Background: an optimization exercise with open tools, aiming at small area. Do not read the settings as production practice.
The RTL was checked by simulation tests, not by an equivalence proof against the original design.
No activity file was given, so power comes from the tool's default toggle rates. No driver is modelled on the clock port, so clocking that relies on it looks cheaper here than on a real chip.

**flow/abc_area.script**
```
&get -n
&st
&dch -f
&nf -a -R 1000
&st
&dch -f
&nf -a -R 1000
&put
```
**design.v**
```verilog
`timescale 1ns/1ps
module bus_subsystem (
  input  logic        ck,
  input  logic        rst,
  output logic        master_in_notify,
  input  logic        master_in_sync,
  input  logic        master_in_trans,
  input  logic [31:0] master_in_addr,
  input  logic [31:0] master_in_data,
  output logic        master_out_notify,
  input  logic        master_out_sync,
  output logic        master_out_ack,
  output logic [31:0] master_out_data
);
  localparam logic [8*32-1:0] rom_words = {
    32'h8000_0000, 32'h7fff_ffff, 32'ha5a5_5a5a, 32'h0f0f_0f0f,
    32'hffff_0000, 32'h89ab_cdef, 32'h1234_5678, 32'h0000_0001
  };
  localparam logic [7:0] wport0 = 8'b0001_0001;
  localparam logic [7:0] wport1 = 8'b0001_0001;
  localparam logic [7:0] wport2 = 8'b0000_0001;
  localparam logic [7:0] rport0 = 8'b0100_1001;
  localparam logic [7:0] rport1 = 8'b0001_0001;
  localparam logic [7:0] rport2 = 8'b0000_0001;
  logic        in_n;     
  logic        out_n;    
  logic [2:0]  cnt;      
  logic [1:0]  win_q;
  logic [2:0]  pos_q;    
  logic        wr_q;
  logic        reg_q;    
  logic        ack_q;
  logic [2:0]  t;
  logic        done;     
  logic [31:0] r;
  logic        accept;
  logic        mapped;
  logic [1:0]  in_win;
  logic [2:0]  in_off;
  logic        rd_in;    
  logic        busy;
  logic        in_n_n;   
  logic        out_n_n;  
  logic [2:0]  t_n;      
  logic        done_n;   
  assign accept = in_n & master_in_sync;
  assign mapped = ~|master_in_addr[31:5];
  assign in_win = master_in_addr[4:3];
  assign in_off = master_in_addr[2:0];
  assign rd_in  = accept & ~master_in_trans & mapped;
  assign busy   = ~in_n & ~out_n;
  assign t_n    = t + 3'd1;
  assign done_n = done | (t == 3'd7);
  always_comb begin
    in_n_n  = in_n;
    out_n_n = out_n;
    if (accept) begin
      in_n_n  = 1'b0;
      out_n_n = ~mapped;
    end else if (out_n) begin
      if (master_out_sync) begin
        out_n_n = 1'b0;
        in_n_n  = 1'b1;
      end
    end else if (busy && cnt == '0) begin
      out_n_n = 1'b1;
    end
  end
  always_ff @(posedge ck or posedge rst) begin
    if (rst) begin
      in_n  <= 1'b1;
      out_n <= 1'b0;
      reg_q <= 1'b0;
      t     <= '0;
      done  <= 1'b0;
    end else begin
      t     <= t_n;
      done  <= done_n;
      in_n  <= in_n_n;
      out_n <= out_n_n;
      if (accept) begin
        reg_q <= mapped & (in_win != 2'd3);
      end
    end
  end
  always_ff @(posedge ck) begin
    if (accept) begin
      case (in_win)
        2'd1:    cnt <= 3'd3;
        2'd2:    cnt <= 3'd6;
        default: cnt <= 3'd1;
      endcase
      win_q <= in_win;
      wr_q  <= master_in_trans;
      ack_q <= master_in_trans & mapped & (in_win == 2'd3);
    end else begin
      cnt <= cnt - 3'd1;
    end
  end
  logic [31:0] m0 [8];
  logic [31:0] m1 [8];
  logic [31:0] m2 [8];
  logic [7:0]  ws0, ws1, ws2;    
  logic [7:0]  wh0, wh1, wh2;    
  logic [7:0]  wn0, wn1, wn2;    
  logic [7:0]  rs0, rs1, rs2;    
  logic [7:0]  rn0, rn1, rn2;    
  logic [7:0]  ra0, ra2;         
  logic        reg_n, wr_n, rd_n;
  logic [1:0]  win_n;
  logic [2:0]  a_n;              
  logic        sw01, sw2;        
  logic [2:0]  a_in;             
  logic        byp;              
  logic [31:0] cap;
  assign reg_n = accept ? (mapped & (in_win != 2'd3)) : reg_q;
  assign wr_n  = accept ? master_in_trans : wr_q;
  assign rd_n  = reg_n & ~wr_n & ~in_n_n;
  assign win_n = accept ? in_win : win_q;
  assign a_in  = in_off + t;
  assign a_n   = (accept ? a_in : pos_q) + 3'd1;
  assign byp   = reg_q & wr_q & (win_q == 2'd0) & (pos_q == a_in);
  assign sw01  = ~done_n & ~t_n[2];
  assign sw2   = ~done_n;
  always_ff @(posedge ck) begin
    pos_q <= a_n;
  end
  always_comb begin
    for (int p = 0; p < 8; p++) begin
      wn0[p] = wport0[p] && reg_n && wr_n && win_n == 2'd0 && a_n == 3'(p - 1);
      wn1[p] = wport1[p] && reg_n && wr_n && win_n == 2'd1 && a_n == 3'(p - 1);
      wn2[p] = wport2[p] && reg_n && wr_n && win_n == 2'd2 && a_n == 3'(p - 1);
      rn0[p] = rport0[p] && rd_n && win_n == 2'd0 && a_n == 3'(p) && (done_n || t_n > 3'(p % 4));
      rn1[p] = rport1[p] && rd_n && win_n == 2'd1 && a_n == 3'(p) && (done_n || t_n > 3'(p % 4));
      rn2[p] = rport2[p] && rd_n && win_n == 2'd2 && a_n == 3'(p) && (done_n || t_n > 3'(p));
      ra0[p] = rport0[p] && rd_in && in_win == 2'd0 && a_in == 3'(p) && (done || t > 3'(p % 4)) && !byp;
      ra2[p] = rport2[p] && rd_in && in_win == 2'd2 && a_in == 3'(p) && (done || t > 3'(p));
    end
    cap = '0;
    for (int p = 0; p < 8; p++) begin
      if (rs0[p] | ra0[p]) cap = cap | m0[p];
      if (rs1[p])          cap = cap | m1[p];
      if (rs2[p] | ra2[p]) cap = cap | m2[p];
    end
  end
  always_ff @(posedge ck or posedge rst) begin
    if (rst) begin
      ws0 <= '0;
      ws1 <= '0;
      ws2 <= '0;
      wh0 <= '0;
      wh1 <= '0;
      wh2 <= '0;
      rs0 <= '0;
      rs1 <= '0;
      rs2 <= '0;
    end else begin
      ws0 <= wn0;
      ws1 <= wn1;
      ws2 <= wn2;
      wh0 <= ~wn0 & {8{~sw01}};
      wh1 <= ~wn1 & {8{~sw01}};
      wh2 <= ~wn2 & {8{~sw2}};
      rs0 <= rn0;
      rs1 <= rn1;
      rs2 <= rn2;
    end
  end
  always_ff @(posedge ck) begin
    for (int p = 0; p < 8; p++) begin
      if (wport0[p]) m0[p] <= ({32{ws0[p]}} & r) | ({32{wh0[p]}} & m0[(p + 7) % 8]);
      else           m0[p] <= m0[(p + 7) % 8];
      if (wport1[p]) m1[p] <= ({32{ws1[p]}} & r) | ({32{wh1[p]}} & m1[(p + 7) % 8]);
      else           m1[p] <= m1[(p + 7) % 8];
      if (wport2[p]) m2[p] <= ({32{ws2[p]}} & r) | ({32{wh2[p]}} & m2[(p + 7) % 8]);
      else           m2[p] <= m2[(p + 7) % 8];
    end
  end
  logic        hold;     
  logic        ld_d;     
  logic        ld_rom;   
  assign hold   = ~accept | (rd_in & (in_win == 2'd0) & byp);
  assign ld_d   = accept & master_in_trans;
  assign ld_rom = rd_in & (in_win == 2'd3);
  always_ff @(posedge ck) begin
    r <= ({32{hold}} & r) | ({32{ld_d}} & master_in_data) |
         ({32{ld_rom}} & rom_words[32*in_off +: 32]) | cap;
  end
  assign master_in_notify  = in_n;
  assign master_out_notify = out_n;
  assign master_out_ack    = ack_q;
  assign master_out_data   = wr_q ? '0 : r;
endmodule
```
**constraint.sdc**
```tcl
create_clock -name core_clock -period 4.0 [get_ports {ck}]
set_input_delay 0.8000 -clock core_clock [delete_from_list [all_inputs] [get_ports {ck}]]
set_output_delay 0.8000 -clock core_clock [all_outputs]
set_load 0.01 [all_outputs]
```
**standard.sh**
```bash
#!/bin/bash
# synth_recipe.tcl (not shown) runs the flow's synth.tcl, then flattens the netlist and writes it again
# the make line also repeats each setting of config.mk as NAME=value (left out here)
make -C /OpenROAD-flow-scripts/flow DESIGN_CONFIG=/design/flow/config.mk WORK_HOME=/design/flow/orfs CLKGATE_MAP_FILE= SYNTH_SCRIPT=/design/flow/synth_recipe.tcl "${@:-finish}"
```
**config.mk**
```make
export PLATFORM = sky130hd
export DESIGN_NAME = bus_subsystem
export DESIGN_NICKNAME = bus_subsystem
export VERILOG_FILES = /design/flow/design.v
export SDC_FILE = /design/flow/constraint.sdc
export NUM_CORES = 4
export LEC_CHECK = 0
export CAP_MARGIN = 10
export CORE_MARGIN = 2
export CORE_UTILIZATION = 40
export SLEW_MARGIN = 10
```
**flow/run.sh**
```bash
#!/bin/bash
# The standard layout (standard.sh: ORFS floorplan, power grid, placement,
# routing) with these changes for cell area:
#  - synthesis: the standard flow's script, but ABC maps for area (flow/synth.tcl),
#  - port buffers use the smallest buffer (every port still gets one),
#  - clock tree: clkbuf_8 sink clusters, no dummy loads.
# make's output goes to flow_make.log; ORFS's per-step logs stay in orfs/logs.
set -euo pipefail
here=$(pwd)
export AREA_ABC_SCRIPT=$here/flow/abc_area.script
bash standard.sh \
  "SYNTH_SCRIPT=$here/flow/synth.tcl" \
  "BUFFER_PORTS_ARGS=-buffer_cell sky130_fd_sc_hd__buf_1" \
  "CTS_ARGS=-sink_clustering_enable -repair_clock_nets -buf_list sky130_fd_sc_hd__clkbuf_8 -sink_clustering_size 20 -sink_clustering_max_diameter 55 -dont_use_dummy_load" \
  finish > flow_make.log 2>&1
```
**flow/synth.tcl**
```tcl
# The standard flow's synthesis script (synth_recipe.tcl) with one change: ABC maps the
# combinational logic with an area-oriented script (abc_area.script beside
# this file) in place of ORFS's speed script. Everything else, flip-flop
# mapping included, is the standard synthesis, so the registers are the same.
proc synth {args} { yosys synth -nofsm -noshare {*}$args }
proc abc {args} {
  set i [lsearch -exact $args -script]
  if { $i >= 0 } { lset args [expr {$i + 1}] $::env(AREA_ABC_SCRIPT) }
  yosys abc {*}$args
}
source $::env(SCRIPTS_DIR)/synth.tcl
# left out here: clear keep_hierarchy, flatten, clean up, hide names made inside functions, write 1_2_yosys.v
```
==> flow_summary.ini, run 1 <==
[yosys]
syn_inst = 1378
syn-num-nets = 1471
ys_warn_count = 4
synth_edf_count = 1
yosysTopAreaCellShare_pct = 78.1
ys_seq_area_share_pct = 81.1
synth_flop_cell = dfxtp_1
synth_area_um2 = 20700
yosysTopAreaCell = dfxtp_1
avgSynthCellArea_um2 = 15.0
async_flop_share_pct = 2.76
ys_ff_latch = 833
synth_cell_type_count = 38
synth_area_leaders = dfxtp_1, a22o_1, dfrtp_1, a222oi_1, ha_1

[global_route]
globalRouteOverflowTotal = 0
antenna_found_initial = 0
first_global_vias = 11235
grt_max_degree = 34
grt_pass1_wl_um = 68000
grt_util_all_layers_pct = 16.6

[flow_run]
maxCapViolCount = 0

[route]
wire_per_inst_um = 20.0
drtPass1Iterations = 7
wl_um = 44700
ant_nets = 0
viasPerCell = 5.06
drt_iter0_markers = 1016
route.detailed.drc = 0
dr_total_vias = 11319

[placed_design]
gp_congestion = 0.835
io_buffers = 103
dpl_worst_slack_ns = 0.520
post-place-cells = 2185
dp_hpwl_um = 25400
placed_cell_area_um2 = 22200

[sta]
fin_ws_ns = 1.00
finalCriticalPeriod_ns = 3.00
relSlewSlack_pct = 42.8
setup_viol = 0
max_freq_mhz = 334
tightestPinTransition_ns = 0.853
rsz0062_at_grt = false
slew_violations = 0
period_share_pct = 74.9
fin_tns_setup_ns = 0
skew_ns = 0.0475
finalHoldViolCount = 0

[clock_tree]
htreeDepth = 2
cts_resized = 0
path_clk_slew_ns = 0.11
postCtsSetupRepairBufs = 0
ctsHoldBuffers = 0
cts_root_buffer = clkbuf_8
cts_buffers = 51
cts_tree = yes
clock_sinks = 833
clockBufferDepth = 3
clock_latency_ns = 0.65

[die]
initial_core_util_pct = 40.4
num_rows = 83
die_h_um = 232
dieWidth_um = 232
die_area_um2 = 53700
fp.coreArea_um2 = 51300
ioPinCount = 104

[setup_path]
worst_ep_required_time_ns = 4.59
cp-start-kind = flip-flop
cp_max_fo = 21
critical_path_class = flip-flop to flip-flop
end_kind = flip-flop
cp.arrival_ns = 3.58

[layout]
final_common_cell = dfxtp_1
final_cell_area_um2 = 22900
layout.nets = 1651
final_cells = 2236
drive_gt1_share_pct = 5.08
area_delta_synth_final_pct = 10.5
diodes = 0
final_cell_mix = dfxtp_1, a22o_1, buf_1

[min_path]
hold_class = primary input to asynchronous set/reset pin

[pwr]
p_leak_nw = 8.87
p_per_area_nw_per_um2 = 584
irDropWorstVdd_v = 0.000209

[outcome]
run_status = complete, no violations
==> critical path, stage by stage (launching register included) <==
cell and delay, ns:
dfrtp_1 0.44, ha_1 0.18, clkinv_1 0.07, fa_1 0.51
xnor2_1 0.16, nor4_1 0.17, nand3_1 0.16, o21bai_1 0.24
o21ai_4 0.47, buf_12 0.26, a22oi_1 0.09, nand4_1 0.11
a221o_1 0.11
==> flip-flops by register name, indices dropped and copies added (netlist names), 2 cells and up <==
signal	cells
cnt	3
wh0	2
m1	256
win_q	2
rs1	2
wh1	2
ws1	2
ws0	2
m0	256
m2	256
t	3
pos_q	3
r	32
rs0	3
==> layer usage <==
layer	vias up	wire, um	GRT usage (%)
met5	-	0	0
met4	0	911	4.99
met3	76	2780	2.77
met2	365	19100	24.7
met1	5611	21800	24.8
li1	5267	-	-
==> synthesized netlist by cell type (2+ instances only) <==
library cell    n
dfxtp_1       809
a22o_1        160
nand2_1        66
nor2b_1        33
a222oi_1       32
a22oi_1        32
nand3_1        28
clkinv_1       25
ha_1           23
nor2_1         23
dfrtp_1        22
o21ai_0        21
a221oi_1       19
nand4_1        15
a221o_1        14
nor4_1         13
a21oi_1         7
xnor2_1         5
a21o_1          3
a31o_1          3
and3_1          3
and2_0          2
mux2i_1         2
nand2b_1        2
nor3b_1         2
o211ai_1        2
==> worst paths after layout <==
check | start | endpoint | slack, ns | depth (start not counted)
worst max-delay path | t[0] | r[24] | 1.00 | 12
worst min-delay path | rst | ws1[0] | 0.20 | 2
worst max register to register | t[0] | r[24] | 1.00 | 12
worst min register to register | m2[2][6] | m2[3][6] | 0.29 | 0
max in group asynchronous | rst | out_n | 3.37 | 2
min in group core_clock | m2[2][6] | m2[3][6] | 0.29 | 0
==> final cells by class <==
class,count,area [um^2]
Multi-Input combinational cell,520,3840
Fill cell,4577,28400
Tap cell,680,851
Inverter,25,93.8
Timing Repair Buffer,127,604
Clock buffer,51,702
Sequential cell,833,16800
==> where the power goes <==
part | total (mW) | internal, mW | switching, mW
logic | 1.03 | 0.421 | 0.609
clock network | 3.45 | 1.15 | 2.29
registers | 8.89 | 8.51 | 0.382
==> through the flow <==
step                      hold slack, ns  total power [mW]  utilization, %
after floorplan                    0.310              9.58               -
after global placement             0.310              10.1            43.3
after detailed placement           0.312              10.1            43.3
after CTS                          0.176              13.5            44.6
after global routing               0.215              13.9            44.6
final                              0.198              13.4            44.6
==> logic make-up after synthesis <==
kind of cell               Yosys count  share of synthesized area (%)
AOI/OAI and AO/OA                  298                           12.1
xor gates and xnor gates             6                          0.254
adders and majority gates           24                           1.48
buffers and inverters               25                          0.453
DFF                                833                           81.1
muxes                                3                          0.151
and+or+nand+nor                    189                           4.48
==> inputs of run 2 (changes only) <==
==> flow/run.sh (replaced) <==
#!/bin/bash
# The standard layout (standard.sh: ORFS floorplan, power grid, placement,
# routing) with these changes for cell area:
#  - synthesis: the standard flow's script, but ABC maps for area (flow/synth.tcl),
#  - port buffers use the smallest buffer (every port still gets one),
#  - clock tree: clkbuf_16 sink clusters, no dummy loads.
# make's output goes to flow_make.log; ORFS's per-step logs stay in orfs/logs.
set -euo pipefail
here=$(pwd)
export AREA_ABC_SCRIPT=$here/flow/abc_area.script
bash standard.sh \
  "SYNTH_SCRIPT=$here/flow/synth.tcl" \
  "BUFFER_PORTS_ARGS=-buffer_cell sky130_fd_sc_hd__buf_1" \
  "CTS_ARGS=-sink_clustering_enable -repair_clock_nets -buf_list sky130_fd_sc_hd__clkbuf_16 -sink_clustering_size 32 -sink_clustering_max_diameter 80 -dont_use_dummy_load" \
  finish > flow_make.log 2>&1
--- a/config.mk
+++ b/config.mk
@@ -5,7 +5,7 @@
 export SDC_FILE = /design/flow/constraint.sdc
 export NUM_CORES = 4
 export LEC_CHECK = 0
-export CAP_MARGIN = 10
+export CAP_MARGIN = 20
 export CORE_MARGIN = 2
 export CORE_UTILIZATION = 40
-export SLEW_MARGIN = 10
+export SLEW_MARGIN = 20
==> flow_summary.ini, run 2 <==
[yosys]
synth_area_um2 = 20700
ys_ff_latch = 833
synth_cell_type_count = 38
syn-num-nets = 1471
yosysTopAreaCell = dfxtp_1
synth_edf_count = 1
async_flop_share_pct = 2.76
ys_top_cells_by_count = dfxtp_1, a22o_1, nand2_1
synth_area_leaders = dfxtp_1, a22o_1, dfrtp_1, a222oi_1, ha_1
synth_flop_cell = dfxtp_1
avgSynthCellArea_um2 = 15.0
synth_most_common_cell = dfxtp_1
ys_warn_count = 4
ys_seq_area_share_pct = 81.1
yosysTopAreaCellShare_pct = 78.1
syn_inst = 1378

[placed_design]
placed_cell_area_um2 = 22200
dp_hpwl_um = 25400
dpl_worst_slack_ns = 0.520
io_buffers = 103
post-place-cells = 2185
gp_congestion = 0.835

[clock_tree]
cts_root_buffer = clkbuf_16
cts_resized = 0
cts_tree = yes
clock_sinks = 833
cts_buffers = 30
ctsHoldBuffers = 0
clockBufferDepth = 3
htreeDepth = 1
postCtsSetupRepairBufs = 0
clock_latency_ns = 0.61
path_clk_slew_ns = 0.11

[layout]
layout.nets = 1630
final_cells = 2215
reg_top3 = m0: 256 flops, m1: 256 flops, m2: 256 flops
final_cell_mix = dfxtp_1, a22o_1, buf_1
diodes = 0
final_common_cell = dfxtp_1
drive_gt1_share_pct = 3.78
area_delta_synth_final_pct = 10.7
nFillCells = 4579
final_util_pct = 44.7
final_cell_area_um2 = 22900

[pwr]
irDropWorstVdd_v = 0.000341
p_per_area_nw_per_um2 = 589
p_total_mw = 13.5
p_leak_nw = 8.87

[setup_path]
rrSetupSlack_ns = 1.0
timing.rr.start = t[0]
end_kind = flip-flop
cp-start-kind = flip-flop
cp_max_fo = 21
worst_ep_required_time_ns = 4.54
r2r_end = r[19]
critical_path_class = flip-flop to flip-flop
startpoint = t[0]
cp.arrival_ns = 3.54
r2r_cells = 12
cp-endpoint = r[19]

[route]
wire_per_inst_um = 20.0
dr_total_vias = 11187
viasPerCell = 5.05
drtPass1Iterations = 6
route.detailed.drc = 0
drt_iter0_markers = 958
wl_um = 44200
ant_nets = 0

[sta]
whs_ns = 0.219
finalHoldViolCount = 0
fin_tns_setup_ns = 0
tightestPinTransition_ns = 0.859
period_share_pct = 75.0
finalCriticalPeriod_ns = 3.00
skew_ns = 0.0533
setup_viol = 0
relSlewSlack_pct = 42.4
rsz0062_at_grt = false
slew_violations = 0
fin_ws_ns = 0.998
max_freq_mhz = 333

[die]
num_rows = 83
die_h_um = 232
ioPinCount = 104
die_area_um2 = 53700
dieWidth_um = 232
fp.coreArea_um2 = 51300
initial_core_util_pct = 40.4

[flow_run]
maxCapViolCount = 0

[global_route]
antenna_found_initial = 0
first_global_vias = 11097
grt_max_degree = 34
globalRouteOverflowTotal = 0
grt_pass1_wl_um = 67300
grt_util_all_layers_pct = 16.3

[min_path]
hold_class = primary input to asynchronous set/reset pin

[outcome]
run_status = complete, no violations
-- run 2: cell type report --
type	count	area, um^2	area share (%)
Multi-Input combinational cell	520	3840	16.8
Timing Repair Buffer	127	604	2.63
Sequential cell	833	16800	73.2
Inverter	25	93.8	0.409
Clock buffer	30	751	3.27
Tap cell	680	851	3.71
-- run 2: worst max-delay path, stage by stage, from the launching register on --
cell and delay (ns):
dfrtp_1 0.44, ha_1 0.18, clkinv_1 0.07, fa_1 0.51
xnor2_1 0.16, nor4_1 0.18, nand3_1 0.16, o21bai_1 0.24
o21ai_4 0.46, buf_12 0.26, a22oi_1 0.08, nand4_1 0.10
a221o_1 0.12
-- run 2: logic make-up (layout without fill, tap and decap cells) --
family,Yosys count,after routing,share of synthesized area (%)
simple gates,189,189,4.48
flops,833,833,81.1
mux,3,3,0.151
fa+ha+maj,24,24,1.48
buf+inv,25,182,0.453
compound gates,298,298,12.1
xor+xnor,6,6,0.254
-- run 2: worst min-delay path by stage --
| stage | to | slack [ns] | startpoint |
|---|---|---|---|
| finish | reg_q | 0.22 | rst |
| global route | reg_q | 0.25 | rst |
| CTS | reg_q | 0.21 | rst |
| detailed placement | m2[7][24] | 0.31 | m2[6][24] |
| global placement | m0[3][27] | 0.31 | m0[2][27] |
| floorplan | m0[2][0] | 0.31 | m0[1][0] |
-- run 2: report_power, final --
| group | switching (mW) | total [mW] | internal (mW) |
|---|---|---|---|
| clock | 2.25 | 3.61 | 1.35 |
| sequential | 0.384 | 8.89 | 8.51 |
| combinational | 0.608 | 1.03 | 0.421 |
| total | 3.25 | 13.5 | 10.3 |
-- run 2: layer usage --
layer | GRT usage [%] | share of wire, % | vias up | routed length, um
li1 | - | - | 5237 | -
met1 | 24.4 | 49 | 5573 | 21700
met2 | 24.8 | 43 | 326 | 19200
met3 | 2.30 | 5.9 | 51 | 2630
met4 | 4.07 | 1.7 | 0 | 768
met5 | 0 | 0 | - | 0
==> inputs of run 3 (changes only) <==
==> flow/run.sh (replaced) <==
#!/bin/bash
# The standard layout (standard.sh: ORFS floorplan, power grid, placement,
# routing) with these changes for cell area:
#  - synthesis: the standard flow's script, but ABC maps for area (flow/synth.tcl) and
#    small adders are left to ABC instead of half/full-adder cells,
#  - port buffers use the smallest buffer (every port still gets one),
#  - clock tree: clkbuf_8 sink clusters, no dummy loads.
# make's output goes to flow_make.log; ORFS's per-step logs stay in orfs/logs.
set -euo pipefail
here=$(pwd)
export AREA_ABC_SCRIPT=$here/flow/abc_area.script
bash standard.sh \
  "SYNTH_SCRIPT=$here/flow/synth.tcl" \
  "ADDER_MAP_FILE=" \
  "BUFFER_PORTS_ARGS=-buffer_cell sky130_fd_sc_hd__buf_1" \
  "CTS_ARGS=-sink_clustering_enable -repair_clock_nets -buf_list sky130_fd_sc_hd__clkbuf_8 -sink_clustering_size 20 -sink_clustering_max_diameter 55 -dont_use_dummy_load" \
  finish > flow_make.log 2>&1
==> flow/abc_area.script (replaced) <==
&get -n
&st
&dch
&nf -a -R 1000 -F 20 -A 20
&put
==> flow_summary.ini, run 3 <==
[sta]
whs_ns = 0.195
slew_violations = 0
skew_ns = 0.0657
fin_tns_setup_ns = 0
finalHoldViolCount = 0
tightestPinTransition_ns = 1.13
setup_viol = 0
finalCriticalPeriod_ns = 2.77
max_freq_mhz = 361
rsz0062_at_grt = false
relSlewSlack_pct = 24.5
period_share_pct = 69.3

[layout]
layout.nets = 1586
final_cell_area_um2 = 22500
nFillCells = 4529
drive_gt1_share_pct = 5.35
seqCellArea_um2 = 16800
final_common_cell = dfxtp_1
reg_top3 = m0: 256 flops, m1: 256 flops, m2: 256 flops
diodes = 0
final_util_pct = 44.8
multi_input_area_um2 = 3530
area_delta_synth_final_pct = 10.6
final_cell_mix = dfxtp_1, a22o_1, buf_1

[clock_tree]
clock_sinks = 833
ctsHoldBuffers = 0
cts_tree = yes
htreeDepth = 2
cts_resized = 0
clock_latency_ns = 0.67
clockBufferDepth = 3
cts_buffers = 53
cts_root_buffer = clkbuf_8
postCtsSetupRepairBufs = 0
path_clk_slew_ns = 0.11

[setup_path]
cp_slowest_cell = o21ai_0
slowest_delay_ns = 0.61
cp-start-kind = flip-flop
r2r_end = wh1[0]
critical_path_class = flip-flop to flip-flop
rrSetupSlack_ns = 1.23
r2r_cells = 8
cp_cell_sequence = nand2_1 > clkinv_1 > o21ai_0 > nor2_1 > xnor2_1 > nand4b_1 > nor3_1 > nor2_1
timing.rr.start = in_n
path_common_cell = nor2_1
end_kind = flip-flop
cp_max_fo = 13
worst_ep_required_time_ns = 4.52
cp.arrival_ns = 3.29

[flow_run]
maxCapViolCount = 0

[yosys]
synth_area_leaders = dfxtp_1, a22o_1, a222oi_1, dfrtp_1, nand2_1
async_flop_share_pct = 2.76
yosys.area_share.simple_pct = 4.14
ys_top_cells_by_count = dfxtp_1, a22o_1, nand2_1
synth_flop_cell = dfxtp_1
yosysTopAreaCell = dfxtp_1
synth_area_um2 = 20400
synthMuxAreaShare_pct = 0.0491
syn-num-nets = 1405
syn_inst = 1336
ys_warn_count = 4
synth_top_family_by_area = compound AO/OA/AOI/OAI gates
synth_compound_area_share_pct = 12.6
synth_most_common_cell = dfxtp_1
avgSynthCellArea_um2 = 15.3
synth_cell_type_count = 39
yosysTopAreaCellShare_pct = 79.5
ys_seq_area_share_pct = 82.5
synth_xor_area_share_pct = 0.516
synthAdderAreaFrac_pct = 0
ys_ff_latch = 833
synth_edf_count = 1

[global_route]
grt_util_all_layers_pct = 16.7
grt_max_degree = 34
grt_pass1_wl_um = 67600
antenna_found_initial = 0
first_global_vias = 11153
globalRouteOverflowTotal = 0

[pwr]
p_total_mw = 13.4
p_leak_nw = 8.76
p_per_area_nw_per_um2 = 593
irDropWorstVdd_v = 0.000261

[outcome]
run_status = complete, no violations

[route]
wire_per_inst_um = 20.0
ant_nets = 0
viasPerCell = 5.04
drt_iter0_markers = 909
dr_total_vias = 11023
route.detailed.drc = 0
drtPass1Iterations = 7
wl_um = 43800

[placed_design]
io_buffers = 103
gp_congestion = 0.764
dp_hpwl_um = 25000
placed_cell_area_um2 = 21800

[die]
fp.coreArea_um2 = 50300
die_area_um2 = 52800
initial_core_util_pct = 40.5
dieWidth_um = 230
num_rows = 82
die_h_um = 230
ioPinCount = 104

[min_path]
hold_class = primary input to asynchronous set/reset pin
-- run 3: changes by cell type after synthesis, moves of 5 or more --
cell | previous run | this run
a221o_1 | 14 | 0
a221oi_1 | 19 | 29
a222oi_1 | 32 | 62
a22oi_1 | 32 | 5
clkinv_1 | 25 | 12
ha_1 | 23 | 0
nand2_1 | 66 | 82
nand3_1 | 28 | 8
nand4_1 | 15 | 1
nor3_1 | 1 | 8
nor4_1 | 13 | 8
-- run 3: cell type report --
type	count	share of cell area [%]
Clock buffer	53	3.24
Inverter	12	0.200
Multi-Input combinational cell	491	15.7
Sequential cell	833	74.6
Tap cell	672	3.73
Timing Repair Buffer	126	2.59
-- run 3: routing by layer --
metal  vias up  wire length [um]  track usage (%)
met5         -                 0                0
met4         0              1030             4.72
met3        63              2340             2.81
met2       316             19000             25.4
met1      5495             21500             24.5
li1       5149                 -                -
-- run 3: where the power goes --
part	total [mW]	switching, mW	internal (mW)
clock	3.52	2.33	1.19
combinational	0.962	0.577	0.384
sequential	8.88	0.371	8.51
total	13.4	3.28	10.1
-- run 3: critical path, delay by kind of cell (launching register included) --
family                 cells  cell delay, ns
AO/OA/AOI/OAI              1            0.61
XOR/XNOR                   1            0.26
buffers and inverters      1            0.43
flip-flops                 1            0.38
AND/OR/NAND/NOR            5            0.99
-- run 3: stage by stage --
stage	std cells	setup slack, ns
floorplan	1336	0.576
global placement	2134	0.694
global route	2187	0.954
CTS	2187	1.26
detailed placement	2134	0.672
finish	2187	1.23
-- run 3: cells by family (layout without fill, tap and decap cells) --
| kind of cell | count (synthesis) | count (layout) |
|---|---|---|
| xor+xnor | 12 | 12 |
| mux | 1 | 1 |
| compound gates | 298 | 298 |
| flops | 833 | 833 |
| buf+inv | 12 | 191 |
| simple gates | 180 | 180 |
-- run 3: worst max-delay path by stage --
stage	start	end	slack [ns]	cells after the start
after detailed placement	master_in_addr[18]	r[20]	0.67	11
after CTS	t[1]	r[1]	1.26	9
after global placement	master_in_addr[10]	r[18]	0.69	11
after global routing	in_n	wh1[0]	0.95	8
final	in_n	wh1[0]	1.23	8
after floorplan	master_in_addr[14]	r[0]	0.58	9
==> inputs of run 4 (changes only) <==
--- a/flow/run.sh
+++ b/flow/run.sh
@@ -13,5 +13,5 @@
   "SYNTH_SCRIPT=$here/flow/synth.tcl" \
   "ADDER_MAP_FILE=" \
   "BUFFER_PORTS_ARGS=-buffer_cell sky130_fd_sc_hd__buf_1" \
-  "CTS_ARGS=-sink_clustering_enable -repair_clock_nets -buf_list sky130_fd_sc_hd__clkbuf_8 -sink_clustering_size 20 -sink_clustering_max_diameter 55 -dont_use_dummy_load" \
+  "CTS_ARGS=-sink_clustering_enable -repair_clock_nets -buf_list sky130_fd_sc_hd__clkbuf_16 -sink_clustering_size 36 -sink_clustering_max_diameter 70 -dont_use_dummy_load" \
   finish > flow_make.log 2>&1
--- a/config.mk
+++ b/config.mk
@@ -7,5 +7,6 @@
 export LEC_CHECK = 0
 export CAP_MARGIN = 20
 export CORE_MARGIN = 2
-export CORE_UTILIZATION = 40
+export CORE_UTILIZATION = 50
+export PLACE_DENSITY = 0.65
 export SLEW_MARGIN = 20
==> flow_summary.ini, run 4 <==
[outcome]
run_status = complete, no violations

[layout]
diodes = 0
final_common_cell = dfxtp_1
final_cell_mix = dfxtp_1, a22o_1, buf_1
final_util_pct = 56.0
final_cells = 2020
final_cell_area_um2 = 22400
reg_top3 = m0: 256 flops, m1: 256 flops, m2: 256 flops
drive_gt1_share_pct = 3.95
area_delta_synth_final_pct = 9.87
layout.nets = 1566

[yosys]
ys_top_cells_by_count = dfxtp_1, a22o_1, nand2_1
ys_seq_area_share_pct = 82.5
ys_warn_count = 4
syn_inst = 1336
yosysTopAreaCellShare_pct = 79.5
yosysTopAreaCell = dfxtp_1
synth_most_common_cell = dfxtp_1
syn-num-nets = 1405
avgSynthCellArea_um2 = 15.3
ys_ff_latch = 833
synth_cell_type_count = 39
async_flop_share_pct = 2.76
synth_area_leaders = dfxtp_1, a22o_1, a222oi_1, dfrtp_1, nand2_1
synth_area_um2 = 20400
synth_flop_cell = dfxtp_1
synth_edf_count = 1

[clock_tree]
postCtsSetupRepairBufs = 0
cts_buffers = 31
clockBufferDepth = 3
clock_sinks = 833
clock_latency_ns = 0.62
htreeDepth = 1
cts_tree = yes
ctsHoldBuffers = 0
path_clk_slew_ns = 0.12
cts_root_buffer = clkbuf_16
cts_resized = 0

[setup_path]
critical_path_class = flip-flop to flip-flop
cp_max_fo = 34
cp.arrival_ns = 3.37
cp-start-kind = flip-flop
end_kind = flip-flop
worst_ep_required_time_ns = 4.48

[route]
drt_iter0_markers = 947
ant_nets = 0
route.detailed.drc = 0
wl_um = 42400
viasPerCell = 5.43
dr_total_vias = 10971
wire_per_inst_um = 21.0
drtPass1Iterations = 6

[die]
num_rows = 73
die_h_um = 206
ioPinCount = 104
fp.coreArea_um2 = 40000
dieWidth_um = 206
initial_core_util_pct = 50.9
die_area_um2 = 42400

[pwr]
p_switching_mw = 3.18
p_sw_share_pct = 23.6
power_frac_clock_pct = 27.0
p_leak_nw = 8.77
p_per_area_nw_per_um2 = 601
p_comb_share_pct = 6.5
irDropWorstVdd_v = 0.000383
p_int_mw = 10.3
seq_power_share_pct = 66.5

[sta]
whs_ns = 0.205
slew_violations = 0
finalHoldViolCount = 0
tightestPinTransition_ns = 1.08
rsz0062_at_grt = false
max_freq_mhz = 346
relSlewSlack_pct = 28.0
period_share_pct = 72.3
fin_tns_setup_ns = 0
skew_ns = 0.0434
setup_viol = 0
finalCriticalPeriod_ns = 2.89

[flow_run]
maxCapViolCount = 0

[placed_design]
gp_congestion = 0.779
placed_cell_area_um2 = 21600
io_buffers = 103
post-place-cells = 1989
dp_hpwl_um = 25000

[global_route]
first_global_vias = 10659
grt_util_all_layers_pct = 20.1
antenna_found_initial = 0
globalRouteOverflowTotal = 0
grt_pass1_wl_um = 64600
grt_max_degree = 37

[min_path]
hold_class = primary input to asynchronous set/reset pin
run 4: worst paths after layout:
kind	startpoint	endpoint	slack, ns	cells after the start
worst max-delay path	wr_q	r[9]	1.11	7
worst min-delay path	rst	t[1]	0.21	2
worst max register to register	wr_q	r[9]	1.11	7
worst min register to register	m2[3][11]	m2[4][11]	0.29	0
max in group asynchronous	rst	ws0[4]	3.38	2
min in group core_clock	m2[3][11]	m2[4][11]	0.29	0
run 4: metrics by stage:
step | total power [mW] | setup slack [ns]
global placement | 9.99 | 0.605
floorplan | 9.53 | 0.576
CTS | 13.5 | 1.05
finish | 13.5 | 1.11
detailed placement | 10.0 | 0.558
global route | 14.0 | 0.782
run 4: kinds of logic (layout without fill, tap and decap cells):
group	after synthesis	after routing	synth area share (%)
AOI/OAI and AO/OA	298	298	12.6
xor gates and xnor gates	12	12	0.516
buffers and inverters	12	171	0.221
DFF	833	833	82.5
muxes	1	1	0.0491
and+or+nand+nor	180	180	4.14
run 4: cell type report:
cell class,count,area (um^2)
fillers,3265,17600
flip-flops and latches,833,16800
multi-input cells,491,3530
clock buffers,31,776
well taps,525,657
repair buffers,128,574
inverters,12,45.0
run 4: critical path, cell delays in order (launching register included):
cell and delay [ns]:
dfxtp_2 1.01, o2111ai_1 0.30, a211oi_1 0.25, nand3_1 0.19, a31o_1 0.22, buf_4 0.29, a222oi_1 0.40, nand2_1 0.09
run 4: layer usage:
layer,global-route usage (%),share of wire (%),vias up
li1,-,-,5139
met5,0,0,-
met4,4.11,1.9,0
met2,30.1,44,329
met3,2.65,5.6,71
met1,31.2,49,5432
run 4: power by group through the flow:
stage                     clock, mW  sequential (mW)  combinational, mW
after global routing           3.99             9.00              0.964
final                          3.63             8.95              0.870
after floorplan                   0             8.94              0.584
after CTS                      3.71             8.96              0.873
after detailed placement          0             9.15              0.868
after global placement            0             9.14              0.849
==> inputs of run 5 (changes only) <==
--- a/flow/run.sh
+++ b/flow/run.sh
@@ -13,5 +13,5 @@
   "SYNTH_SCRIPT=$here/flow/synth.tcl" \
   "ADDER_MAP_FILE=" \
   "BUFFER_PORTS_ARGS=-buffer_cell sky130_fd_sc_hd__buf_1" \
-  "CTS_ARGS=-sink_clustering_enable -repair_clock_nets -buf_list sky130_fd_sc_hd__clkbuf_16 -sink_clustering_size 36 -sink_clustering_max_diameter 70 -dont_use_dummy_load" \
+  "CTS_ARGS=-sink_clustering_enable -repair_clock_nets -buf_list {sky130_fd_sc_hd__clkbuf_8 sky130_fd_sc_hd__clkbuf_16} -sink_clustering_size 24 -sink_clustering_max_diameter 70 -dont_use_dummy_load" \
   finish > flow_make.log 2>&1
==> flow_summary.ini, run 5 <==
[setup_path]
cp_max_fo = 7
end_kind = flip-flop
worst_ep_required_time_ns = 4.49
cp.arrival_ns = 3.49
cp-start-kind = primary input
r2r_cells = 7
critical_path_class = primary input to flip-flop

[sta]
setup_viol = 0
rsz0062_at_grt = false
fin_tns_setup_ns = 0
max_freq_mhz = 334
finalCriticalPeriod_ns = 2.99
slew_violations = 0
whs_ns = 0.266
period_share_pct = 74.9
relSlewSlack_pct = 26.8
fin_ws_ns = 1.01
finalHoldViolCount = 0
tightestPinTransition_ns = 1.10
skew_ns = 0.0493

[yosys]
ys_top_cells_by_count = dfxtp_1, a22o_1, nand2_1
synth_most_common_cell = dfxtp_1
syn-num-nets = 1405
synth_area_leaders = dfxtp_1, a22o_1, a222oi_1, dfrtp_1, nand2_1
syn_inst = 1336
avgSynthCellArea_um2 = 15.3
ys_seq_area_share_pct = 82.5
ys_warn_count = 4
ys_ff_latch = 833
synth_area_um2 = 20400
async_flop_share_pct = 2.76
yosysTopAreaCellShare_pct = 79.5
synth_edf_count = 1
yosysTopAreaCell = dfxtp_1
synth_flop_cell = dfxtp_1
synth_cell_type_count = 39

[clock_tree]
cts_tree = yes
path_clk_slew_ns = 0.09
clockBufferDepth = 3
cts_resized = 0
postCtsSetupRepairBufs = 0
htreeDepth = 2
ctsHoldBuffers = 0
cts_root_buffer = clkbuf_16
cts_buffers = 41
clock_sinks = 833
clock_latency_ns = 0.54

[global_route]
globalRouteOverflowTotal = 0
grt_max_degree = 35
antenna_found_initial = 0
grt_util_all_layers_pct = 20.4
first_global_vias = 10795
grt_pass1_wl_um = 65300

[layout]
layout.nets = 1576
final_cell_mix = dfxtp_1, a22o_1, buf_1
final_cells = 2030
drive_gt1_share_pct = 4.58
reg_top3 = m0: 256 flops, m1: 256 flops, m2: 256 flops
area_delta_synth_final_pct = 11.1
final_cell_area_um2 = 22600
diodes = 0
final_util_pct = 56.6
final_common_cell = dfxtp_1

[flow_run]
maxCapViolCount = 0

[placed_design]
dpl_worst_slack_ns = 0.558
placed_cell_area_um2 = 21600
post-place-cells = 1989
io_buffers = 103
dp_hpwl_um = 25000
gp_congestion = 0.779

[pwr]
p_comb_share_pct = 6.2
p_per_area_nw_per_um2 = 618
seq_power_share_pct = 63.9
p_int_mw = 10.7
p_leak_nw = 8.89
p_total_mw = 14.0
power_frac_clock_pct = 29.9
irDropWorstVdd_v = 0.000332
p_sw_share_pct = 23.4
p_switching_mw = 3.28

[die]
die_area_um2 = 42400
initial_core_util_pct = 50.9
fp.coreArea_um2 = 40000
num_rows = 73
dieWidth_um = 206
die_h_um = 206
ioPinCount = 104

[route]
wl_um = 42800
dr_total_vias = 10991
wire_per_inst_um = 21.1
drtPass1Iterations = 6
ant_nets = 0
route.detailed.drc = 0
drt_iter0_markers = 1050
viasPerCell = 5.41

[min_path]
hold_class = flip-flop to flip-flop
hold_path_depth = 0

[outcome]
run_status = complete, no violations
-- run 5: cell counts after synthesis --
Identical to the previous run, type by type.
-- run 5: critical path: stages --
cell and delay [ns]:
buf_1 0.07, nor4_1 0.26, and4_1 0.23, nand4_1 0.18, nor3_1 0.46, nand3_1 0.40
nor2_1 0.51, o21ai_0 0.29, nand2_1 0.14, a221oi_1 0.05, nand2_1 0.10
-- run 5: kinds of logic (layout without fill, tap and decap cells) --
family	count (synthesis)	in the layout	synth area share, %
buffers and inverters	12	181	0.221
AO/OA/AOI/OAI	298	298	12.6
AND/OR/NAND/NOR	180	180	4.14
XOR/XNOR	12	12	0.516
flip-flops	833	833	82.5
multiplexers	1	1	0.0491
-- run 5: worst paths after layout --
path                               startpoint        to  slack, ns
setup / recovery           master_in_addr[10]     r[31]       1.01
hold / removal                       m1[5][2]  m1[6][2]       0.27
setup reg to reg                         wr_q      r[1]       1.12
hold reg to reg                      m1[5][2]  m1[6][2]       0.27
max in group asynchronous                 rst    ws0[4]       3.33
min in group asynchronous                 rst     out_n       0.28
-- run 5: per-layer routing --
layer,routed length (um),global-route usage [%]
met4,951,5.97
met5,0,0
met2,18400,30.3
met1,21100,31.2
met3,2400,2.82
-- run 5: power groups by stage --
| stage | Sequential, mW | Combinational [mW] | Clock (mW) |
|---|---|---|---|
| detailed placement | 9.15 | 0.868 | 0 |
| global route | 9.00 | 0.961 | 4.58 |
| CTS | 8.96 | 0.873 | 4.28 |
| floorplan | 8.94 | 0.584 | 0 |
| finish | 8.95 | 0.868 | 4.18 |
| global placement | 9.14 | 0.849 | 0 |
-- run 5: cell type report --
| cell class | instances | area (um^2) |
|---|---|---|
| Multi-Input combinational cell | 491 | 3530 |
| Fill cell | 3240 | 17400 |
| Inverter | 12 | 45.0 |
| Tap cell | 525 | 657 |
| Timing Repair Buffer | 128 | 574 |
| Sequential cell | 833 | 16800 |
| Clock buffer | 41 | 1030 |
==> inputs of run 6 (changes only) <==
--- a/flow/run.sh
+++ b/flow/run.sh
@@ -13,5 +13,5 @@
   "SYNTH_SCRIPT=$here/flow/synth.tcl" \
   "ADDER_MAP_FILE=" \
   "BUFFER_PORTS_ARGS=-buffer_cell sky130_fd_sc_hd__buf_1" \
-  "CTS_ARGS=-sink_clustering_enable -repair_clock_nets -buf_list {sky130_fd_sc_hd__clkbuf_8 sky130_fd_sc_hd__clkbuf_16} -sink_clustering_size 24 -sink_clustering_max_diameter 70 -dont_use_dummy_load" \
+  "CTS_ARGS=-sink_clustering_enable -repair_clock_nets -buf_list sky130_fd_sc_hd__clkbuf_8 -sink_clustering_size 19 -sink_clustering_max_diameter 65 -dont_use_dummy_load" \
   finish > flow_make.log 2>&1
==> flow_summary.ini, run 6 <==
[route]
ant_nets = 0
wire_per_inst_um = 21.1
wl_met2_um = 18600
route.met3.wl_um = 2660
drtPass1Iterations = 6
met1_length_um = 21100
dr_total_vias = 11044
drt_iter0_markers = 1128
route.detailed.drc = 0
wl_um = 43000
highest_layer = met4
viasPerCell = 5.42

[yosys]
ys_warn_count = 4
ys_ff_latch = 833
synth_flop_cell = dfxtp_1
synth_area_leaders = dfxtp_1, a22o_1, a222oi_1, dfrtp_1, nand2_1
yosysTopAreaCell = dfxtp_1
synth_area_um2 = 20400
yosysTopAreaCellShare_pct = 79.5
syn_inst = 1336
avgSynthCellArea_um2 = 15.3
synth_most_common_cell = dfxtp_1
syn-num-nets = 1405
ys_seq_area_share_pct = 82.5
synth_cell_type_count = 39
synth_edf_count = 1
async_flop_share_pct = 2.76
ys_top_cells_by_count = dfxtp_1, a22o_1, nand2_1

[outcome]
run_status = complete, no violations

[placed_design]
io_buffers = 103
placed_cell_area_um2 = 21600
dpl_worst_slack_ns = 0.558
dp_hpwl_um = 25000
gp_congestion = 0.779
post-place-cells = 1989

[layout]
layout.nets = 1585
reg_top3 = m0: 256 flops, m1: 256 flops, m2: 256 flops
diodes = 0
final_util_pct = 55.7
final_cells = 2039
final_cell_mix = dfxtp_1, a22o_1, buf_1
area_delta_synth_final_pct = 9.44
drive_gt1_share_pct = 5.15
final_common_cell = dfxtp_1
final_cell_area_um2 = 22300

[sta]
max_freq_mhz = 349
setup_viol = 0
rsz0062_at_grt = false
fin_ws_ns = 1.13
whs_ns = 0.168
slew_violations = 0
finalCriticalPeriod_ns = 2.87
skew_ns = 0.0438
fin_tns_setup_ns = 0
relSlewSlack_pct = 27.0
tightestPinTransition_ns = 1.10
finalHoldViolCount = 0
period_share_pct = 71.7

[global_route]
first_global_vias = 10885
grt_max_degree = 35
antenna_found_initial = 0
globalRouteOverflowTotal = 0
grt_pass1_wl_um = 65500
grt_util_all_layers_pct = 20.6

[pwr]
irDropWorstVdd_v = 0.000335
p_total_mw = 13.3
p_per_area_nw_per_um2 = 594
p_leak_nw = 8.74

[setup_path]
end_kind = output port
critical_path_class = flip-flop to output port
rrSetupSlack_ns = 1.14
cp_max_fo = 34
timing.rr.start = in_n
r2r_cells = 9
cp.arrival_ns = 2.07
cp-start-kind = flip-flop
r2r_end = rs0[6]
worst_ep_required_time_ns = 3.20

[die]
fp.coreArea_um2 = 40000
dieWidth_um = 206
die_area_um2 = 42400
ioPinCount = 104
die_h_um = 206
num_rows = 73
initial_core_util_pct = 50.9

[clock_tree]
cts_resized = 0
cts_root_buffer = clkbuf_8
postCtsSetupRepairBufs = 0
clock_sinks = 833
htreeDepth = 2
cts_tree = yes
clock_latency_ns = 0.63
path_clk_slew_ns = 0.10
clockBufferDepth = 3
ctsHoldBuffers = 0
cts_buffers = 50

[min_path]
hold_class = primary input to asynchronous set/reset pin

[flow_run]
maxCapViolCount = 0
[run 6: cell type report]
type / count / area, um^2
multi-input cells: 491 / 3530
inverters: 12 / 45.0
well taps: 525 / 657
flip-flops and latches: 833 / 16800
fillers: 3281 / 17700
clock buffers: 50 / 688
repair buffers: 128 / 574
[run 6: critical path: stages (launching register included)]
cell     delay [ns]
dfxtp_2        1.01
nor2b_1        0.23
buf_1          0.19
[run 6: power by group]
group / switching (mW) / internal [mW]
registers: 0.442 / 8.51
clock network: 2.31 / 1.13
logic: 0.487 / 0.378
total: 3.24 / 10.0
[run 6: cell families after synthesis]
| logic type | count (synthesis) | share of synthesized area, % |
|---|---|---|
| flip-flops | 833 | 82.5 |
| buffers and inverters | 12 | 0.221 |
| AND/OR/NAND/NOR | 180 | 4.14 |
| multiplexers | 1 | 0.0491 |
| XOR/XNOR | 12 | 0.516 |
| AO/OA/AOI/OAI | 298 | 12.6 |
[run 6: per-layer routing]
metal  track usage, %  up-vias
met5                0        -
met3             3.77       52
li1                 -     5155
met1             31.3     5462
met2             30.2      375
met4             5.26        0
[run 6: how the worst max path moves through the flow]
stage | start | to | slack, ns | depth (start not counted)
after floorplan | master_in_addr[14] | r[0] | 0.58 | 9
after global placement | master_in_addr[6] | r[31] | 0.60 | 11
after detailed placement | master_in_addr[10] | r[31] | 0.56 | 11
after CTS | wr_q | master_out_data[29] | 1.03 | 2
after global routing | in_n | wh1[0] | 0.82 | 8
final | wr_q | master_out_data[5] | 1.13 | 2
==> inputs of run 7 (changes only) <==
--- a/config.mk
+++ b/config.mk
@@ -7,6 +7,5 @@
 export LEC_CHECK = 0
 export CAP_MARGIN = 20
 export CORE_MARGIN = 2
-export CORE_UTILIZATION = 50
-export PLACE_DENSITY = 0.65
+export CORE_UTILIZATION = 40
 export SLEW_MARGIN = 20
==> flow_summary.ini, run 7 <==
[route]
wire_per_inst_um = 20.1
ant_nets = 0
viasPerCell = 5.05
wl_um = 43900
drtPass1Iterations = 5
drt_iter0_markers = 946
dr_total_vias = 11027
route.detailed.drc = 0

[die]
dieWidth_um = 230
fp.coreArea_um2 = 50300
ioPinCount = 104
initial_core_util_pct = 40.5
num_rows = 82
die_area_um2 = 52800
die_h_um = 230

[outcome]
run_status = complete, no violations

[yosys]
synth_area_um2 = 20400
ys_warn_count = 4
synth_edf_count = 1
synth_most_common_cell = dfxtp_1
ys_ff_latch = 833
ys_seq_area_share_pct = 82.5
syn_inst = 1336
ys_top_cells_by_count = dfxtp_1, a22o_1, nand2_1
synth_flop_cell = dfxtp_1
async_flop_share_pct = 2.76
avgSynthCellArea_um2 = 15.3
synth_area_leaders = dfxtp_1, a22o_1, a222oi_1, dfrtp_1, nand2_1
yosysTopAreaCell = dfxtp_1
syn-num-nets = 1405
synth_cell_type_count = 39
yosysTopAreaCellShare_pct = 79.5

[pwr]
irDropWorstVdd_v = 0.000267
p_per_area_nw_per_um2 = 591
p_leak_nw = 8.74

[setup_path]
critPathTopFamily = simple AND/OR/NAND/NOR gates
cp-endpoint = wh1[0]
cp_slowest_cell = o21ai_0
cp.arrival_ns = 3.37
cp_cell_sequence = nand2_1 > clkinv_1 > o21ai_0 > nor2_1 > xnor2_1 > nand4b_1 > nor3_1 > nor2_1
end_kind = flip-flop
cp-start-kind = flip-flop
critical_path_depth = 8
startpoint = in_n
critical_path_class = flip-flop to flip-flop
cp_max_fo = 13
critPathBufInv = 1
r2r_end = wh1[0]
timing.rr.start = in_n
slowest_delay_ns = 0.60
path_common_cell = nor2_1
worst_ep_required_time_ns = 4.53
rrSetupSlack_ns = 1.17
r2r_cells = 8

[clock_tree]
clock_sinks = 833
cts_root_buffer = clkbuf_8
ctsHoldBuffers = 0
clockBufferDepth = 3
postCtsSetupRepairBufs = 0
cts_resized = 0
path_clk_slew_ns = 0.11
clock_latency_ns = 0.67
htreeDepth = 2
cts_buffers = 51
cts_tree = yes

[sta]
rsz0062_at_grt = false
setup_viol = 0
tightestPinTransition_ns = 1.12
skew_ns = 0.0628
relSlewSlack_pct = 25.2
slew_violations = 0
max_freq_mhz = 353
finalHoldViolCount = 0
period_share_pct = 70.9
finalCriticalPeriod_ns = 2.83
fin_tns_setup_ns = 0

[placed_design]
placed_cell_area_um2 = 21800
gp_congestion = 0.764
dp_hpwl_um = 25000
io_buffers = 103

[global_route]
first_global_vias = 11097
grt_max_degree = 34
globalRouteOverflowTotal = 0
grt_pass1_wl_um = 67700
grt_util_all_layers_pct = 16.8
antenna_found_initial = 0

[layout]
final_cell_mix = dfxtp_1, a22o_1, buf_1
layout.nets = 1584
final_cell_area_um2 = 22500
final_common_cell = dfxtp_1
area_delta_synth_final_pct = 10.5
final_util_pct = 44.8
diodes = 0
reg_top3 = m0: 256 flops, m1: 256 flops, m2: 256 flops
drive_gt1_share_pct = 5.22

[min_path]
hold_class = primary input to asynchronous set/reset pin

[flow_run]
maxCapViolCount = 0
## run 7: cell count changes in the layout (fill, tap and decap cells not counted), sizes merged
cell,previous run,this run
buf,128,126
clkbuf,50,51
## run 7: area by class of cell
class | instances | area (um^2)
Sequential cell | 833 | 16800
Inverter | 12 | 45.0
Tap cell | 672 | 841
Timing Repair Buffer | 126 | 584
Clock buffer | 51 | 702
Multi-Input combinational cell | 491 | 3530
Fill cell | 4543 | 27800
## run 7: logic make-up (layout without fill, tap and decap cells)
| family | Yosys count | count (layout) | synth area share, % |
|---|---|---|---|
| xor+xnor | 12 | 12 | 0.516 |
| mux | 1 | 1 | 0.0491 |
| buf+inv | 12 | 189 | 0.221 |
| simple gates | 180 | 180 | 4.14 |
| compound gates | 298 | 298 | 12.6 |
| flops | 833 | 833 | 82.5 |
## run 7: metal layers
layer / track usage [%] / wire, um
met3: 3.06 / 2680
met4: 4.44 / 920
met5: 0 / 0
met2: 25.4 / 18900
met1: 24.6 / 21300
## run 7: where the power goes
part           internal, mW  leakage [nW]  switching, mW
sequential             8.51          6.81          0.376
clock                  1.15         0.367           2.32
combinational         0.385          1.56          0.575
total                  10.0          8.74           3.27
## run 7: how the worst min path moves through the flow
stage / from / endpoint / cells past startpoint
after detailed placement: m0[1][21] / m0[2][21] / 0
after global placement: m0[4][27] / m0[5][27] / 0
after CTS: rst / wh2 / 2
after global routing: rst / wh2 / 2
after floorplan: m0[1][0] / m0[2][0] / 0
final: rst / wh2 / 2
## run 7: metrics by stage
step / instances / setup WS [ns] / total power [mW] / hold WS (ns)
final: 2185 / 1.17 / 13.3 / 0.185
after global routing: 2185 / 0.896 / 13.9 / 0.208
after CTS: 2185 / 1.21 / 13.4 / 0.171
after detailed placement: 2134 / 0.672 / 10.0 / 0.312
after global placement: 2134 / 0.694 / 10.0 / 0.310
after floorplan: 1336 / 0.576 / 9.53 / 0.310
==> inputs of run 8 (changes only) <==
--- a/config.mk
+++ b/config.mk
@@ -8,4 +8,5 @@
 export CAP_MARGIN = 20
 export CORE_MARGIN = 2
 export CORE_UTILIZATION = 40
+export PLACE_DENSITY = 0.5
 export SLEW_MARGIN = 20
==> flow_summary.ini, run 8 <==
[outcome]
run_status = complete, no violations

[yosys]
synth_most_common_cell = dfxtp_1
synth_flop_cell = dfxtp_1
syn-num-nets = 1405
ys_warn_count = 4
synth_cell_type_count = 39
ys_top_cells_by_count = dfxtp_1, a22o_1, nand2_1
yosysTopAreaCell = dfxtp_1
synth_edf_count = 1
async_flop_share_pct = 2.76
avgSynthCellArea_um2 = 15.3
ys_seq_area_share_pct = 82.5
ys_ff_latch = 833
synth_area_leaders = dfxtp_1, a22o_1, a222oi_1, dfrtp_1, nand2_1
synth_area_um2 = 20400
yosysTopAreaCellShare_pct = 79.5
syn_inst = 1336

[placed_design]
io_buffers = 103
dp_hpwl_um = 27000
gp_congestion = 0.758
placed_cell_area_um2 = 21900

[pwr]
power_frac_clock_pct = 26.0
p_int_mw = 10.0
p_comb_share_pct = 7.3
irDropWorstVdd_v = 0.000254
seq_power_share_pct = 66.7
p_sw_share_pct = 24.6
p_total_mw = 13.3
p_leak_nw = 8.78
p_switching_mw = 3.28
p_per_area_nw_per_um2 = 589

[sta]
finalHoldViolCount = 0
period_share_pct = 75.5
tightestPinTransition_ns = 1.01
slew_violations = 0
fin_tns_setup_ns = 0
setup_viol = 0
finalCriticalPeriod_ns = 3.02
skew_ns = 0.0903
max_freq_mhz = 331
rsz0062_at_grt = false
relSlewSlack_pct = 32.5

[route]
dr_total_vias = 10978
wl_um = 46000
drt_iter0_markers = 897
route.detailed.drc = 0
wire_per_inst_um = 21.0
ant_nets = 0
drtPass1Iterations = 9
viasPerCell = 5.01

[setup_path]
path_common_cell = xnor2_1
startpoint = t[1]
rrSetupSlack_ns = 0.98
worst_ep_required_time_ns = 4.53
end_kind = flip-flop
slowest_delay_ns = 0.54
critical_path_class = flip-flop to flip-flop
cp_slowest_cell = a41o_1
cp_max_fo = 16
cp-endpoint = r[13]
critical_path_depth = 9
r2r_cells = 9
r2r_end = r[13]
cp-start-kind = flip-flop
critPathTopFamily = compound AO/OA/AOI/OAI gates
cp.arrival_ns = 3.55
critPathBufInv = 1
cp_cell_sequence = xnor2_1 > o21ai_0 > xnor2_1 > xor2_1 > nand3_1 > a41o_1 > buf_12 > a222oi_1 > nand2_1
timing.rr.start = t[1]

[global_route]
antenna_found_initial = 0
grt_util_all_layers_pct = 17.5
globalRouteOverflowTotal = 0
grt_max_degree = 34
grt_pass1_wl_um = 69100
first_global_vias = 10973

[layout]
final_cell_mix = dfxtp_1, a22o_1, buf_1
diodes = 0
nFillCells = 4569
final_common_cell = dfxtp_1
area_delta_synth_final_pct = 10.8
drive_gt1_share_pct = 5.60
reg_top3 = m0: 256 flops, m1: 256 flops, m2: 256 flops
final_util_pct = 44.9
layout.nets = 1590
final_cell_area_um2 = 22600

[flow_run]
maxCapViolCount = 0

[clock_tree]
clock_latency_ns = 0.68
postCtsSetupRepairBufs = 0
path_clk_slew_ns = 0.12
cts_buffers = 50
cts_root_buffer = clkbuf_8
clock_sinks = 833
cts_tree = yes
cts_resized = 0
clockBufferDepth = 3
ctsHoldBuffers = 0
htreeDepth = 2

[die]
dieWidth_um = 230
die_h_um = 230
initial_core_util_pct = 40.5
num_rows = 82
die_area_um2 = 52800
fp.coreArea_um2 = 50300
ioPinCount = 104

[min_path]
hold_class = primary input to asynchronous set/reset pin
==> run 8: cell counts after synthesis <==
No cell type changed its count.
==> run 8: metrics by stage <==
step	hold slack, ns	setup slack, ns	instances
6_report	0.200	0.979	2191
5_1_grt	0.207	0.743	2191
4_1_cts	0.172	0.997	2191
3_5_place_dp	0.312	0.410	2141
3_3_place_gp	0.310	0.458	2141
2_1_floorplan	0.310	0.576	1336
==> run 8: logic make-up (layout without fill, tap and decap cells) <==
logic type | after synthesis | count (layout) | synth area share (%)
flops | 833 | 833 | 82.5
compound gates | 298 | 298 | 12.6
simple gates | 180 | 180 | 4.14
xor+xnor | 12 | 12 | 0.516
buf+inv | 12 | 195 | 0.221
mux | 1 | 1 | 0.0491
==> run 8: how the worst min path moves through the flow <==
stage	end	slack (ns)	cells past startpoint
after CTS	ws2	0.17	2
after global placement	m0[2][11]	0.31	0
after global routing	rs1[4]	0.21	2
after floorplan	m0[2][0]	0.31	0
final	rs1[4]	0.20	2
after detailed placement	m0[3][21]	0.31	0
==> run 8: metal layers <==
| layer | vias up | GRT usage (%) | part of all wire [%] |
|---|---|---|---|
| met4 | 0 | 5.63 | 2.5 |
| met1 | 5432 | 25.6 | 48 |
| li1 | 5162 | - | - |
| met5 | - | 0 | 0 |
| met3 | 69 | 3.08 | 5.8 |
| met2 | 315 | 26.2 | 43 |
==> run 8: area by class of cell <==
type | instances | area, um^2 | share of cell area (%)
timing repair buffer | 133 | 662 | 2.93
multi-input combinational | 491 | 3540 | 15.7
clock buffer | 50 | 688 | 3.05
tap | 672 | 841 | 3.72
sequential | 833 | 16800 | 74.4
inverter | 12 | 45.0 | 0.199
==> run 8: power groups by stage <==
stage	registers (mW)	logic [mW]	clock network, mW
after floorplan	8.94	0.584	0
after global placement	9.07	0.986	0
after detailed placement	9.07	0.991	0
after CTS	8.88	0.998	3.60
after global routing	8.93	1.08	3.89
final	8.88	0.978	3.45
==> inputs of run 9 (changes only) <==
--- a/config.mk
+++ b/config.mk
@@ -7,6 +7,6 @@
 export LEC_CHECK = 0
 export CAP_MARGIN = 20
 export CORE_MARGIN = 2
-export CORE_UTILIZATION = 40
-export PLACE_DENSITY = 0.5
+export CORE_UTILIZATION = 45
+export PLACE_DENSITY = 0.6
 export SLEW_MARGIN = 20
==> flow_summary.ini, run 9 <==
[outcome]
run_status = complete, no violations

[pwr]
p_int_mw = 10.0
p_per_area_nw_per_um2 = 593
p_sw_share_pct = 24.5
p_leak_nw = 8.74
power_frac_clock_pct = 26.0
p_comb_share_pct = 7.3
p_switching_mw = 3.26
seq_power_share_pct = 66.7
irDropWorstVdd_v = 0.000262

[placed_design]
gp_congestion = 0.762
dp_hpwl_um = 25200
io_buffers = 103
placed_cell_area_um2 = 21700

[route]
viasPerCell = 5.27
drtPass1Iterations = 6
drt_iter0_markers = 1097
ant_nets = 0
dr_total_vias = 11085
wl_um = 44300
route.detailed.drc = 0
wire_per_inst_um = 21.0

[layout]
nFillCells = 3779
multi_input_area_um2 = 3540
final_common_cell = dfxtp_1
layout.nets = 1584
final_cell_area_um2 = 22400
reg_top3 = m0: 256 flops, m1: 256 flops, m2: 256 flops
final_cell_mix = dfxtp_1, a22o_1, buf_1
diodes = 0
area_delta_synth_final_pct = 9.86
seqCellArea_um2 = 16800
drive_gt1_share_pct = 5.16

[sta]
skew_ns = 0.0617
relSlewSlack_pct = 25.2
finalCriticalPeriod_ns = 3.02
rsz0062_at_grt = false
tightestPinTransition_ns = 1.12
slew_violations = 0
setup_viol = 0
max_freq_mhz = 332
fin_tns_setup_ns = 0
finalHoldViolCount = 0
period_share_pct = 75.4

[clock_tree]
ctsHoldBuffers = 0
cts_resized = 0
clock_latency_ns = 0.67
cts_tree = yes
path_clk_slew_ns = 0.11
postCtsSetupRepairBufs = 0
cts_buffers = 50
cts_root_buffer = clkbuf_8
htreeDepth = 2
clockBufferDepth = 3
clock_sinks = 833

[setup_path]
end_kind = flip-flop
rrSetupSlack_ns = 1.01
r2r_cells = 8
cp_max_fo = 7
timing.rr.start = in_n
worst_ep_required_time_ns = 4.61
r2r_end = r[29]
cp.arrival_ns = 3.63
cp-start-kind = primary input
critical_path_class = primary input to flip-flop

[die]
initial_core_util_pct = 45.9
fp.coreArea_um2 = 44400
die_h_um = 217
ioPinCount = 104
dieWidth_um = 217
num_rows = 77
die_area_um2 = 47000

[yosys]
ys_seq_area_share_pct = 82.5
synth_edf_count = 1
synth_cell_type_count = 39
avgSynthCellArea_um2 = 15.3
syn-num-nets = 1405
ys_warn_count = 4
ys_ff_latch = 833
yosysTopAreaCell = dfxtp_1
synth_area_um2 = 20400
yosysTopAreaCellShare_pct = 79.5
synth_flop_cell = dfxtp_1
syn_inst = 1336
async_flop_share_pct = 2.76
synth_area_leaders = dfxtp_1, a22o_1, a222oi_1, dfrtp_1, nand2_1
ys_top_cells_by_count = dfxtp_1, a22o_1, nand2_1
synth_most_common_cell = dfxtp_1

[global_route]
grt_pass1_wl_um = 67400
first_global_vias = 11250
grt_max_degree = 34
globalRouteOverflowTotal = 0
grt_util_all_layers_pct = 18.9
antenna_found_initial = 0

[min_path]
hold_class = primary input to asynchronous set/reset pin

[flow_run]
maxCapViolCount = 0
## run 9: logic make-up after synthesis
family	share of synthesized area, %
compound gates	12.6
mux	0.0491
simple gates	4.14
flops	82.5
buf+inv	0.221
xor+xnor	0.516
## run 9: worst max-delay path by stage
stage,end,cells after the start,from
finish,r[29],11,master_in_addr[14]
global route,r[29],11,master_in_addr[14]
CTS,r[29],8,in_n
detailed placement,r[29],11,master_in_addr[14]
global placement,r[29],11,master_in_addr[14]
floorplan,r[0],9,master_in_addr[14]
## run 9: layout make-up
class / instances / share of cell area, %
clock buffers: 50 / 3.07
inverters: 12 / 0.201
multi-input cells: 491 / 15.8
flip-flops and latches: 833 / 75.1
well taps: 592 / 3.31
repair buffers: 127 / 2.53
## run 9: per-layer routing
layer	GRT usage [%]	up-vias	share of wire (%)
met1	27.4	5545	48
met5	0	-	0
met2	29.3	325	45
li1	-	5152	-
met4	6.05	0	2.4
met3	2.80	63	5.4
## run 9: metrics by stage
stage          total power, mW  hold WS (ns)  setup slack, ns  utilization [%]  instances
5_1_grt                   13.9         0.214            0.832             50.4       2105
6_report                  13.3         0.189            0.983             50.4       2105
2_1_floorplan             9.53         0.310            0.576                -       1336
3_5_place_dp              10.0         0.312            0.525             48.9       2055
3_3_place_gp              10.0         0.310            0.546             48.9       2055
4_1_cts                   13.4         0.158             1.10             50.4       2105
## run 9: power groups by stage
| stage | registers (mW) | logic [mW] | clock network [mW] |
|---|---|---|---|
| after floorplan | 8.94 | 0.584 | 0 |
| after global placement | 9.04 | 0.959 | 0 |
| after detailed placement | 9.05 | 0.978 | 0 |
| after CTS | 8.86 | 0.981 | 3.57 |
| after global routing | 8.91 | 1.08 | 3.87 |
| final | 8.86 | 0.965 | 3.45 |
## run 9: worst max-delay path, stage by stage
cell      delay [ns]
buf_1           0.07
nor4_1          0.28
and4_1          0.22
nand4_1         0.18
nor3_1          0.38
nand3_1         0.44
a21oi_1         0.45
o21ai_0         0.32
o21ai_0         0.32
a221oi_1        0.09
nand2_1         0.09

## static timing again, ports no longer ideal
In the flow no input, the clock included, has a driving cell. The finished layouts below were timed again as built, in two steps. Step 1, drivers: a clkbuf_16 drives ck and a buf_2 each remaining input, both assumed. Step 2 adds t to the input delays and takes it off the output delays; t is the mean of the earliest and latest rising clock arrival at the registers after step 1. Input paths then give back, and output paths get back, about the clock's delay inside the block. Slacks: ideal / step 1 / step 2; pairs: ideal / step 1.
run | shift t [ns] | slack for setup (ns) | worst hold slack (ns) | worst register clock-pin slew, ns | worst slew at a driven data input, ns
run 1 | 0.681 | 1.002 / 1.002 / 0.509 | 0.198 / 0.162 / 0.290 | 0.11 / 0.11 | 0.05
run 2 | 0.639 | 0.998 / 0.998 / 0.499 | 0.219 / 0.183 / 0.309 | 0.11 / 0.11 | 0.05
run 3 | 0.684 | 1.227 / 1.227 / 0.651 | 0.195 / 0.168 / 0.247 | 0.12 / 0.12 | 0.07
run 4 | 0.648 | 1.108 / 1.093 / 0.491 | 0.205 / 0.172 / 0.292 | 0.12 / 0.12 | 0.04
run 5 | 0.583 | 1.005 / 1.043 / 0.460 | 0.266 / 0.238 / 0.266 | 0.09 / 0.09 | 0.04
run 6 | 0.672 | 1.131 / 1.081 / 0.511 | 0.168 / 0.137 / 0.279 | 0.11 / 0.11 | 0.04
run 7 | 0.690 | 1.166 / 1.166 / 0.656 | 0.185 / 0.157 / 0.266 | 0.11 / 0.11 | 0.06
run 8 | 0.690 | 0.979 / 0.979 / 0.489 | 0.200 / 0.167 / 0.290 | 0.12 / 0.12 | 0.04
run 9 | 0.693 | 0.983 / 1.009 / 0.320 | 0.189 / 0.157 / 0.278 | 0.12 / 0.12 | 0.04
After both steps every run listed still meets setup and hold. For run 9, which loses most, drivers alone change the setup slack by +0.026 ns; drivers and shift together by -0.663 ns.
